This is an optimization exercise on Yosys and OpenROAD, whose aim is small area, not a production implementation.
Function was checked by simulation only, so behaviour that the tests miss may differ from the original.
Power figures rest on the tool's default switching activity, not on a simulated workload.

## pool_frame_buffer
module pool_frame_buffer
(
  input  logic          clk,
  input  logic          reset,
  input  logic [PP:0]   in_data,
  input  logic          in_valid,
  output logic [PP:0]   out_data,
  output logic [AW-1:0] out_idx,
  output logic          out_valid,
  input  logic          out_ready,
  output logic          out_last,
  output logic          frame_done,
  output logic          overflow
);
Settings: LEC_CHECK=0, ABC_AREA=1, CAP_MARGIN=20, CORE_MARGIN=2, CORE_UTILIZATION=60, CTS_BUF_LIST=sky130_fd_sc_hd__clkbuf_4 sky130_fd_sc_hd__clkbuf_8, CTS_CLUSTER_SIZE=30, SLEW_MARGIN=20, SYNTH_MEMORY_MAX_BITS=8192; clock period 10.0 ns.
run.sh (not shown) runs the stock make flow with config.mk's settings and CLKGATE_MAP_FILE= SYNTH_SCRIPT=/design/flow/synth_recipe.tcl, a recipe that flattens the netlist after the stock synthesis.
The starting point produced a clean layout.
Rerun with:
==> flow/flow/run.sh (new file) <==
#!/bin/bash
# Standard layout (the standard.sh, unchanged synthesis) with two CTS/port-buffer options:
# clock tree built without dummy loads, and small buffers on the ports.
set -e
export CTS_ARGS="-sink_clustering_enable -repair_clock_nets -dont_use_dummy_load -buf_list {sky130_fd_sc_hd__clkbuf_2 sky130_fd_sc_hd__clkbuf_4 sky130_fd_sc_hd__clkbuf_8} -sink_clustering_size 20 -sink_clustering_max_diameter 50"
export BUFFER_PORTS_ARGS="-buffer_cell sky130_fd_sc_hd__buf_1"
bash standard.sh > standard.log 2>&1
==> flow/standard.sh (new file) <==
#!/bin/bash
# synth_recipe.tcl (not shown) runs the flow's synth.tcl, then flattens the netlist and writes it again
# the make line also repeats each setting of config.mk as NAME=value (left out here)
make -C /OpenROAD-flow-scripts/flow DESIGN_CONFIG=/design/flow/config.mk WORK_HOME=/design/flow/orfs CLKGATE_MAP_FILE= SYNTH_SCRIPT=/design/flow/synth_recipe.tcl "${@:-finish}"
Settings changed: CTS_BUF_LIST sky130_fd_sc_hd__clkbuf_4 sky130_fd_sc_hd__clkbuf_8 to sky130_fd_sc_hd__clkbuf_2 sky130_fd_sc_hd__clkbuf_4 sky130_fd_sc_hd__clkbuf_8, CTS_CLUSTER_DIAMETER set to 50, CTS_CLUSTER_SIZE 30 to 20.
removed: flow/run.sh
Outcome: Total power goes down by about 20%. Non-clock buffer count is higher by 3. Wire length falls by about 7%. Hold slack gets worse by 0.016 ns. Fmax rises by 4.6%. Final area fell by 7.7%. Via count went down by 4.3%. Sequential share of layout area came out higher by 5.4 points. Worst setup slack gets better by 0.24 ns. Area after synthesis stays the same.
Rerun with:
Settings changed: CAP_MARGIN 20 to 5, CORE_UTILIZATION 60 to 80, CTS_BUF_LIST sky130_fd_sc_hd__clkbuf_2 sky130_fd_sc_hd__clkbuf_4 sky130_fd_sc_hd__clkbuf_8 to not set, CTS_CLUSTER_DIAMETER 50 to not set, CTS_CLUSTER_SIZE 20 to not set, SLEW_MARGIN 20 to 5.
The new run produced a clean layout.
Design area goes down by 0.97%.
Die area goes down by 25%.
Total power barely changes.
Via count goes up by 1.6%.
Combinational power goes up by about 3%.
Synthesized cell count stays the same.
Core utilization goes up by 20 points.
Rerun with:
Settings changed: CAP_MARGIN 5 to 20, CTS_BUF_LIST set to sky130_fd_sc_hd__clkbuf_2 sky130_fd_sc_hd__clkbuf_4 sky130_fd_sc_hd__clkbuf_8, CTS_CLUSTER_DIAMETER set to 50, CTS_CLUSTER_SIZE set to 20, SLEW_MARGIN 5 to 20.
Routed wire length stays flat.
Cell area hardly moves.
Fmax hardly moves.
Sequential power stays flat.
Power is about the same.
Via count hardly moves.
Non-clock buffer count climbs by 3.
Die area does not change.
Clock power stays flat.
Rerun with:
==> flow/run.sh (new file) <==
#!/bin/bash
# synth_recipe.tcl (not shown) runs the flow's synth.tcl, then flattens the netlist and writes it again
# the make line also repeats each setting of config.mk as NAME=value (left out here)
make -C /OpenROAD-flow-scripts/flow DESIGN_CONFIG=/design/flow/config.mk WORK_HOME=/design/flow/orfs CLKGATE_MAP_FILE= SYNTH_SCRIPT=/design/flow/synth_recipe.tcl finish
Settings changed: CORE_UTILIZATION 80 to 60, CTS_BUF_LIST sky130_fd_sc_hd__clkbuf_2 sky130_fd_sc_hd__clkbuf_4 sky130_fd_sc_hd__clkbuf_8 to not set, CTS_CLUSTER_DIAMETER 50 to not set, CTS_CLUSTER_SIZE 20 to not set.
removed: flow/flow/run.sh
removed: flow/standard.sh
First-iteration DRC count is lower by about a fifth.
Combinational power stays flat.
Die area is higher by a quarter to a third.
Sequential power is about the same.
Count of clock-buffer cells in the layout is higher by 300.
Critical path depth is lower by 2.

## what the ideal ports hide
In the flow no input, the clock included, has a driving cell. The finished layouts below were timed again as built, in two steps. Step 1: set_driving_cell puts a clkbuf_16 on clk and a buf_2 on each other input, an assumption about the parent block. Step 2 also shifts input and output timing later by t, the mid clock arrival at the registers, as if the neighbouring blocks saw the same clock. Slacks: ideal ports / drivers / drivers and shift; pairs: ideal ports / drivers.
run	t, ns	slack for setup (ns)	clock arrival spread, ns	worst slew at a driven data input, ns	cell pins on the clock port's net
the first run	1.068	4.552 / 4.476 / 5.282	0.043 / 0.042	0.05	1
the second run	1.023	4.791 / 4.718 / 5.116	0.056 / 0.056	0.06	1
the third run	0.977	4.535 / 4.467 / 5.307	0.051 / 0.051	0.03	1
the fourth run	0.981	4.541 / 4.472 / 5.453	0.052 / 0.052	0.03	1
the fifth run	0.966	4.677 / 4.601 / 5.311	0.043 / 0.043	0.05	1
After both steps setup and hold are still met in every run listed.
